Context: an optimization exercise on an open-source flow, tuned for small area and a short achievable clock period. The choices shown serve that exercise and are no tape-out recipe. Power and IR drop assume default switching activity.

## oak
==> flow/design.v <==
package qu_pkg;
    localparam int instr_w = 32;
    localparam int pc_w = 32;
    localparam int arch_regs = 32;
    localparam int num_pregs = 48;
    localparam int preg_w = $clog2(num_pregs);
    localparam logic [6:0] opc_op = 7'b0110011;
    localparam logic [6:0] opc_op_imm = 7'b0010011;
    localparam logic [6:0] opc_lui = 7'b0110111;
    localparam logic [6:0] funct7_base = 7'b0000000;
    localparam logic [6:0] funct7_alt = 7'b0100000;
    localparam logic [1:0] kind_none = 2'b00;
    localparam logic [1:0] kind_op = 2'b01;
    localparam logic [1:0] kind_opi = 2'b10;
    localparam logic [1:0] kind_lui = 2'b11;
    localparam int rs_entry_w = 174;
endpackage
module qu_front_end (
    input  logic                          clk,
    input  logic                          rst_n,
    input  logic                          redirect,
    input  logic [qu_pkg::pc_w-1:0]       redirect_pc,
    output logic [qu_pkg::pc_w-1:0]       imem_addr,
    input  logic [qu_pkg::instr_w-1:0]    imem_data,
    output logic [qu_pkg::preg_w-1:0]     rf_rd1_addr,
    output logic [qu_pkg::preg_w-1:0]     rf_rd2_addr,
    input  logic [qu_pkg::instr_w-1:0]    rf_rd1_data,
    input  logic [qu_pkg::instr_w-1:0]    rf_rd2_data,
    input  logic                          wb_valid,
    input  logic [qu_pkg::preg_w-1:0]     wb_preg,
    input  logic                          free_valid,
    input  logic [qu_pkg::preg_w-1:0]     free_preg,
    input  logic                          rs_credit,
    output logic                          rs_valid,
    output logic [qu_pkg::rs_entry_w-1:0] rs_entry
);
    localparam int np = qu_pkg::num_pregs;
    logic [31:0] pc;
    logic [6:0]  fd_opc;
    logic [2:0]  fd_f3;
    logic        fd_base;
    logic        fd_alt;
    logic        fd_op;
    logic        fd_opi;
    logic        fd_lui;
    logic [1:0]  fd_kind;
    assign imem_addr = pc;
    assign fd_opc = imem_data[6:0];
    assign fd_f3 = imem_data[14:12];
    assign fd_base = (imem_data[31:25] == qu_pkg::funct7_base);
    assign fd_alt = (imem_data[31:25] == qu_pkg::funct7_alt);
    assign fd_op = (fd_opc == qu_pkg::opc_op)
                   && (fd_base || (fd_alt && (fd_f3 == 3'b000 || fd_f3 == 3'b101)));
    assign fd_opi = (fd_opc == qu_pkg::opc_op_imm)
                    && ((fd_f3 == 3'b001) ? fd_base : (fd_f3 == 3'b101) ? (fd_base || fd_alt) : 1'b1);
    assign fd_lui = (fd_opc == qu_pkg::opc_lui);
    assign fd_kind = (imem_data[11:7] == 5'd0) ? qu_pkg::kind_none
                   : {fd_opi || fd_lui, fd_op || fd_lui};
    logic [3:0]  f_v;
    logic [1:0]  f_rp;
    logic [26:0] f_mem [4];
    logic [26:0] f_head;
    logic        f_full;
    logic        f_empty;
    logic        f_push;
    logic        f_pop;
    logic        f_proper;
    logic        f_borrow;
    logic [31:0] f_head_pc;
    assign f_full = &f_v;
    assign f_empty = ~|f_v;
    assign f_push = !f_full && !redirect;
    assign f_head = f_mem[f_rp];
    assign f_proper = |f_head[26:25];
    assign f_borrow = f_full || (f_rp > pc[3:2]);
    assign f_head_pc = {pc[31:4] - 28'(f_borrow), f_rp, pc[1:0]};
    always_ff @(posedge clk) begin
        if (f_push) begin
            f_mem[pc[3:2]] <= {fd_kind, imem_data[31:7]};
        end
    end
    logic [2:0]  d_cnt;
    logic [1:0]  d_wp;
    logic [1:0]  d_rp;
    logic [41:0] d_mem [4];
    logic [41:0] d_rest;
    logic [16:0] h_f;
    logic [16:0] b_f [3];
    logic [2:0]  b_wp;
    logic [2:0]  b_rp;
    logic [16:0] b_head;
    logic [16:0] d_in_f;
    logic [41:0] d_in_rest;
    logic        d_full;
    logic        d_empty;
    logic        d_push;
    logic        d_many;
    logic        d_one;
    assign d_full = (d_cnt == 3'd4);
    assign d_empty = (d_cnt == 3'd0);
    assign d_one = (d_cnt == 3'd1);
    assign d_many = !d_empty && !d_one;
    assign d_rest = d_mem[d_rp];
    assign b_head = ({17{b_rp[0]}} & b_f[0]) | ({17{b_rp[1]}} & b_f[1]) | ({17{b_rp[2]}} & b_f[2]);
    assign d_in_f = {f_head[26:25], f_head[17:8], f_head[4:0]};
    assign d_in_rest = {f_head_pc, f_head[24:18], f_head[7:5]};
    assign f_pop = !f_empty && (!d_full || !f_proper);
    assign d_push = !f_empty && !d_full && f_proper;
    always_ff @(posedge clk or negedge rst_n) begin
        if (!rst_n) begin
            pc <= '0;
            f_v <= '0;
            f_rp <= '0;
        end else if (redirect) begin
            pc <= redirect_pc;
            f_v <= '0;
            f_rp <= redirect_pc[3:2];
        end else begin
            if (f_push) begin
                pc <= pc + 32'd4;
                f_v[pc[3:2]] <= 1'b1;
            end
            if (f_pop) begin
                f_v[f_rp] <= 1'b0;
                f_rp <= f_rp + 2'd1;
            end
        end
    end
    always_ff @(posedge clk) begin
        if (d_push) begin
            d_mem[d_wp] <= d_in_rest;
        end
    end
    logic h_load;
    logic h_from_b;
    logic b_push;
    logic b_pop;
    assign h_from_b = take && d_many;
    assign h_load = h_from_b || (d_push && (d_empty || (take && d_one)));
    assign b_push = d_push && !d_empty && !(take && d_one);
    assign b_pop = h_from_b;
    always_ff @(posedge clk) begin
        if (h_load) begin
            h_f <= h_from_b ? b_head : d_in_f;
        end
        for (int i = 0; i < 3; i++) begin
            if (b_push && b_wp[i]) begin
                b_f[i] <= d_in_f;
            end
        end
    end
    logic [1:0]  h_kind;
    logic [4:0]  h_rd;
    logic [4:0]  h_rs1;
    logic [4:0]  h_rs2;
    logic [5:0]  rat [1:31];
    logic [np-1:0] free_map;
    logic [np-1:1] busy;
    logic [5:0]  alloc;
    logic        any_free;
    logic        take;
    logic        drain;
    logic [5:0]  old_p;
    logic [5:0]  src1_p;
    logic [5:0]  src2_p;
    assign h_kind = h_f[16:15];
    assign h_rs2 = h_f[14:10];
    assign h_rs1 = h_f[9:5];
    assign h_rd = h_f[4:0];
    always_comb begin
        alloc = '0;
        for (int i = np - 1; i >= 0; i--) begin
            if (free_map[i]) begin
                alloc = 6'(i);
            end
        end
    end
    logic [5:0] rat_full [32];
    always_comb begin
        rat_full[0] = 6'd0;
        for (int i = 1; i < 32; i++) begin
            rat_full[i] = rat[i];
        end
    end
    assign old_p = rat_full[h_rd];
    assign src1_p = (h_kind == qu_pkg::kind_lui) ? 6'd0 : rat_full[h_rs1];
    assign src2_p = (h_kind == qu_pkg::kind_op) ? rat_full[h_rs2] : 6'd0;
    assign any_free = |free_map;
    logic        m_v;
    logic [58:0] m_op;
    logic [5:0]  m_rd_p;
    logic [5:0]  m_old_p;
    logic [5:0]  m_src1_p;
    logic [5:0]  m_src2_p;
    logic        m_acc;
    assign m_acc = !m_v || drain;
    assign take = !d_empty && any_free && m_acc;
    always_ff @(posedge clk or negedge rst_n) begin
        if (!rst_n) begin
            d_cnt <= '0;
            d_wp <= '0;
            d_rp <= '0;
            b_wp <= 3'b001;
            b_rp <= 3'b001;
            m_v <= 1'b0;
        end else begin
            d_cnt <= d_cnt + 3'(d_push) - 3'(take);
            if (d_push) begin
                d_wp <= d_wp + 2'd1;
            end
            if (take) begin
                d_rp <= d_rp + 2'd1;
            end
            if (b_push) begin
                b_wp <= {b_wp[1:0], b_wp[2]};
            end
            if (b_pop) begin
                b_rp <= {b_rp[1:0], b_rp[2]};
            end
            if (m_acc) begin
                m_v <= take;
            end
        end
    end
    always_ff @(posedge clk or negedge rst_n) begin
        if (!rst_n) begin
            for (int i = 1; i < 32; i++) begin
                rat[i] <= 6'(i);
            end
        end else if (take) begin
            for (int i = 1; i < 32; i++) begin
                if (h_rd == 5'(i)) begin
                    rat[i] <= alloc;
                end
            end
        end
    end
    always_ff @(posedge clk or negedge rst_n) begin
        if (!rst_n) begin
            for (int i = 0; i < np; i++) begin
                free_map[i] <= (i >= qu_pkg::arch_regs);
            end
        end else begin
            if (take) begin
                free_map[alloc] <= 1'b0;
            end
            if (free_valid) begin
                free_map[free_preg] <= 1'b1;
            end
        end
    end
    always_ff @(posedge clk or negedge rst_n) begin
        if (!rst_n) begin
            busy <= '0;
        end else begin
            for (int i = 1; i < np; i++) begin
                if (wb_valid && wb_preg == 6'(i)) begin
                    busy[i] <= 1'b0;
                end
                if (take && alloc == 6'(i)) begin
                    busy[i] <= 1'b1;
                end
            end
        end
    end
    always_ff @(posedge clk) begin
        if (m_acc) begin
            m_op <= {d_rest[41:10], h_f[16:15], d_rest[9:3], h_f[14:5], d_rest[2:0], h_f[4:0]};
            m_rd_p <= alloc;
            m_old_p <= old_p;
            m_src1_p <= src1_p;
            m_src2_p <= src2_p;
        end
    end
    logic [2:0]  credits;
    logic        busy1;
    logic        busy2;
    logic        rdy1;
    logic        rdy2;
    logic [np-1:0] busy_all;
    assign busy_all = {busy, 1'b0};
    assign rf_rd1_addr = m_src1_p;
    assign rf_rd2_addr = m_src2_p;
    assign drain = m_v && (credits != 3'd0);
    assign busy1 = busy_all[m_src1_p];
    assign busy2 = busy_all[m_src2_p];
    assign rdy1 = !busy1 || (wb_valid && wb_preg == m_src1_p);
    assign rdy2 = !busy2 || (wb_valid && wb_preg == m_src2_p);
    always_ff @(posedge clk or negedge rst_n) begin
        if (!rst_n) begin
            credits <= 3'd6;
            rs_valid <= 1'b0;
        end else begin
            credits <= credits - 3'(drain) + 3'(rs_credit);
            rs_valid <= drain;
        end
    end
    logic [58:0] r_op;
    logic [5:0]  r_rd_p;
    logic [5:0]  r_old_p;
    logic [5:0]  r_src1_p;
    logic [5:0]  r_src2_p;
    logic        r_rdy1;
    logic        r_rdy2;
    logic [31:0] r_val1;
    logic [31:0] r_val2;
    always_ff @(posedge clk) begin
        r_op <= m_op;
        r_rd_p <= m_rd_p;
        r_old_p <= m_old_p;
        r_src1_p <= m_src1_p;
        r_src2_p <= m_src2_p;
        r_rdy1 <= rdy1;
        r_rdy2 <= rdy2;
        r_val1 <= rdy1 ? rf_rd1_data : 32'd0;
        r_val2 <= rdy2 ? rf_rd2_data : 32'd0;
    end
    logic [1:0]  o_kind;
    logic [31:7] o_ins;
    logic        o_lui;
    logic        o_op;
    logic [2:0]  o_f3;
    logic        o_alt;
    logic [3:0]  o_alu;
    assign o_kind = r_op[26:25];
    assign o_ins = r_op[24:0];
    assign o_lui = (o_kind == qu_pkg::kind_lui);
    assign o_op = (o_kind == qu_pkg::kind_op);
    assign o_f3 = o_ins[14:12];
    assign o_alt = o_ins[30] && (o_op || o_f3 == 3'b101);
    always_comb begin
        case (o_f3)
            3'b000: o_alu = o_alt ? 4'd1 : 4'd0;
            3'b001: o_alu = 4'd2;
            3'b010: o_alu = 4'd3;
            3'b011: o_alu = 4'd4;
            3'b100: o_alu = 4'd5;
            3'b101: o_alu = o_alt ? 4'd7 : 4'd6;
            3'b110: o_alu = 4'd8;
            default: o_alu = 4'd9;
        endcase
        if (o_lui) begin
            o_alu = 4'd10;
        end
    end
    assign rs_entry = {
        r_op[58:27],
        o_alu,
        o_ins[11:7],
        o_lui ? 5'd0 : o_ins[19:15],
        o_op ? o_ins[24:20] : 5'd0,
        !o_op,
        o_lui ? {o_ins[31:12], 12'd0} : {{20{o_ins[31]}}, o_ins[31:20]},
        r_rd_p,
        r_old_p,
        r_src1_p,
        r_src2_p,
        r_rdy1,
        r_val1,
        r_rdy2,
        r_val2
    };
endmodule
==> flow/config.mk <==
export PLATFORM = sky130hd
export DESIGN_NAME = qu_front_end
export DESIGN_NICKNAME = qu_front_end
export VERILOG_FILES = /design/flow/design.v
export SDC_FILE = /design/flow/constraint.sdc
export NUM_CORES = 4
export LEC_CHECK = 0
export CAP_MARGIN = 20
export CORE_MARGIN = 2
export CORE_UTILIZATION = 40
export SETUP_SLACK_MARGIN = 2.5
export SLEW_MARGIN = 20
==> flow/constraint.sdc <==
create_clock -name core_clock -period 5.0 [get_ports {clk}]
set_input_delay 1.0000 -clock core_clock [delete_from_list [all_inputs] [get_ports {clk}]]
set_output_delay 1.0000 -clock core_clock [all_outputs]
set_load 0.01 [all_outputs]
run.sh (not shown) runs the stock make flow with config.mk's settings and CLKGATE_MAP_FILE= SYNTH_SCRIPT=/design/flow/synth_recipe.tcl, a recipe that flattens the netlist after the stock synthesis.
Modified inputs, pine compared to oak
--- a/flow/design.v
+++ b/flow/design.v
@@ -134,19 +134,19 @@
     logic h_load;
     logic h_from_b;
     logic b_push;
     logic b_pop;
     assign h_from_b = take && d_many;
-    assign h_load = h_from_b || (d_push && (d_empty || (take && d_one)));
+    assign h_load = take || d_empty;
     assign b_push = d_push && !d_empty && !(take && d_one);
     assign b_pop = h_from_b;
     always_ff @(posedge clk) begin
         if (h_load) begin
-            h_f <= h_from_b ? b_head : d_in_f;
+            h_f <= d_many ? b_head : d_in_f;
         end
         for (int i = 0; i < 3; i++) begin
-            if (b_push && b_wp[i]) begin
+            if (d_push && b_wp[i]) begin
                 b_f[i] <= d_in_f;
             end
         end
     end
     logic [1:0]  h_kind;
@@ -161,20 +161,26 @@
     logic        take;
     logic        drain;
     logic [5:0]  old_p;
     logic [5:0]  src1_p;
     logic [5:0]  src2_p;
+    logic        cred_nz;
     assign h_kind = h_f[16:15];
     assign h_rs2 = h_f[14:10];
     assign h_rs1 = h_f[9:5];
     assign h_rd = h_f[4:0];
+    logic [np-1:0] free_below;
+    logic [np-1:0] lowest;
     always_comb begin
+        free_below[0] = 1'b0;
+        for (int i = 1; i < np; i++) begin
+            free_below[i] = |(free_map & ((np'(1) << i) - np'(1)));
+        end
+        lowest = free_map & ~free_below;
         alloc = '0;
-        for (int i = np - 1; i >= 0; i--) begin
-            if (free_map[i]) begin
-                alloc = 6'(i);
-            end
+        for (int i = 0; i < np; i++) begin
+            alloc = alloc | ({6{lowest[i]}} & 6'(i));
         end
     end
     logic [5:0] rat_full [32];
     always_comb begin
         rat_full[0] = 6'd0;
@@ -191,12 +197,14 @@
     logic [5:0]  m_rd_p;
     logic [5:0]  m_old_p;
     logic [5:0]  m_src1_p;
     logic [5:0]  m_src2_p;
     logic        m_acc;
-    assign m_acc = !m_v || drain;
-    assign take = !d_empty && any_free && m_acc;
+    logic want;
+    assign m_acc = !m_v || cred_nz;
+    assign want = !d_empty && m_acc;
+    assign take = want && any_free;
     always_ff @(posedge clk or negedge rst_n) begin
         if (!rst_n) begin
             d_cnt <= '0;
             d_wp <= '0;
             d_rp <= '0;
@@ -239,15 +247,17 @@
         if (!rst_n) begin
             for (int i = 0; i < np; i++) begin
                 free_map[i] <= (i >= qu_pkg::arch_regs);
             end
         end else begin
-            if (take) begin
-                free_map[alloc] <= 1'b0;
-            end
-            if (free_valid) begin
-                free_map[free_preg] <= 1'b1;
+            for (int i = 0; i < np; i++) begin
+                if (want && lowest[i]) begin
+                    free_map[i] <= 1'b0;
+                end
+                if (free_valid && free_preg == 6'(i)) begin
+                    free_map[i] <= 1'b1;
+                end
             end
         end
     end
     always_ff @(posedge clk or negedge rst_n) begin
         if (!rst_n) begin
@@ -255,11 +265,11 @@
         end else begin
             for (int i = 1; i < np; i++) begin
                 if (wb_valid && wb_preg == 6'(i)) begin
                     busy[i] <= 1'b0;
                 end
-                if (take && alloc == 6'(i)) begin
+                if (want && lowest[i]) begin
                     busy[i] <= 1'b1;
                 end
             end
         end
     end
@@ -276,24 +286,28 @@
     logic        busy1;
     logic        busy2;
     logic        rdy1;
     logic        rdy2;
     logic [np-1:0] busy_all;
+    logic [2:0]  credits_nx;
+    assign credits_nx = credits - 3'(drain) + 3'(rs_credit);
     assign busy_all = {busy, 1'b0};
     assign rf_rd1_addr = m_src1_p;
     assign rf_rd2_addr = m_src2_p;
-    assign drain = m_v && (credits != 3'd0);
+    assign drain = m_v && cred_nz;
     assign busy1 = busy_all[m_src1_p];
     assign busy2 = busy_all[m_src2_p];
     assign rdy1 = !busy1 || (wb_valid && wb_preg == m_src1_p);
     assign rdy2 = !busy2 || (wb_valid && wb_preg == m_src2_p);
     always_ff @(posedge clk or negedge rst_n) begin
         if (!rst_n) begin
             credits <= 3'd6;
+            cred_nz <= 1'b1;
             rs_valid <= 1'b0;
         end else begin
-            credits <= credits - 3'(drain) + 3'(rs_credit);
+            credits <= credits_nx;
+            cred_nz <= (credits_nx != 3'd0);
             rs_valid <= drain;
         end
     end
     logic [58:0] r_op;
     logic [5:0]  r_rd_p;
--- outcome ---
- On total design power: pine sits below oak.
- In pine relative to oak, number of standard cells in the layout, taps in and fillers out had gone down slightly.
- On antenna violation net count after detailed routing, pine and oak are neck and neck.
- Delta (pine minus oak): worst-path maximum fanout shows a reduction of 28, flip-flop and latch count level, met1 demand-to-capacity share in global routing increased by 2.5 points relative to the old numbers.
- Of pine and oak, it is pine that has the lower non-clock buffer contribution to total cell area.
- Against oak as the reference, pine delivers a lower share of cells above drive strength 1.
- oak -> pine: sequential area share after synthesis flat
- Diff oak -> pine: via count went down by 1696, transition at the pin with the smallest max-transition slack went up by 210 ps.
- Relative to oak, the placed instance area of pine is higher by 1.2%.
- Against oak, the final cell area of pine is lower.
No functional check of the RTL was part of any run of this note.

-- separate check: timing with driven ports --
How much do the figures lean on ideal ports? The routed layouts below were timed once more, with nothing changed but the port constraints. Step 1: set_driving_cell puts a clkbuf_16 on clk and a buf_2 on each other input, an assumption about the parent block. Step 2 times the ports against the registers' clock, not the clock port: input delays grow and output delays shrink by t, the midpoint of the rising clock arrivals with the driver on. Three values: no drivers, after step 1, after step 2; two values: the first two.
run | t (ns) | setup WS [ns] | worst setup path at the end | cell pins on the clock port's net
oak | 0.756 | 1.750 / 1.750 / 1.312 | input to register | 1
pine | 0.749 | 1.872 / 1.872 / 1.833 | input to register | 1
After both steps every run listed still meets setup and hold. The setup slack of oak, which loses most, moves by 0.000 ns with the drivers and by -0.438 ns with both steps.
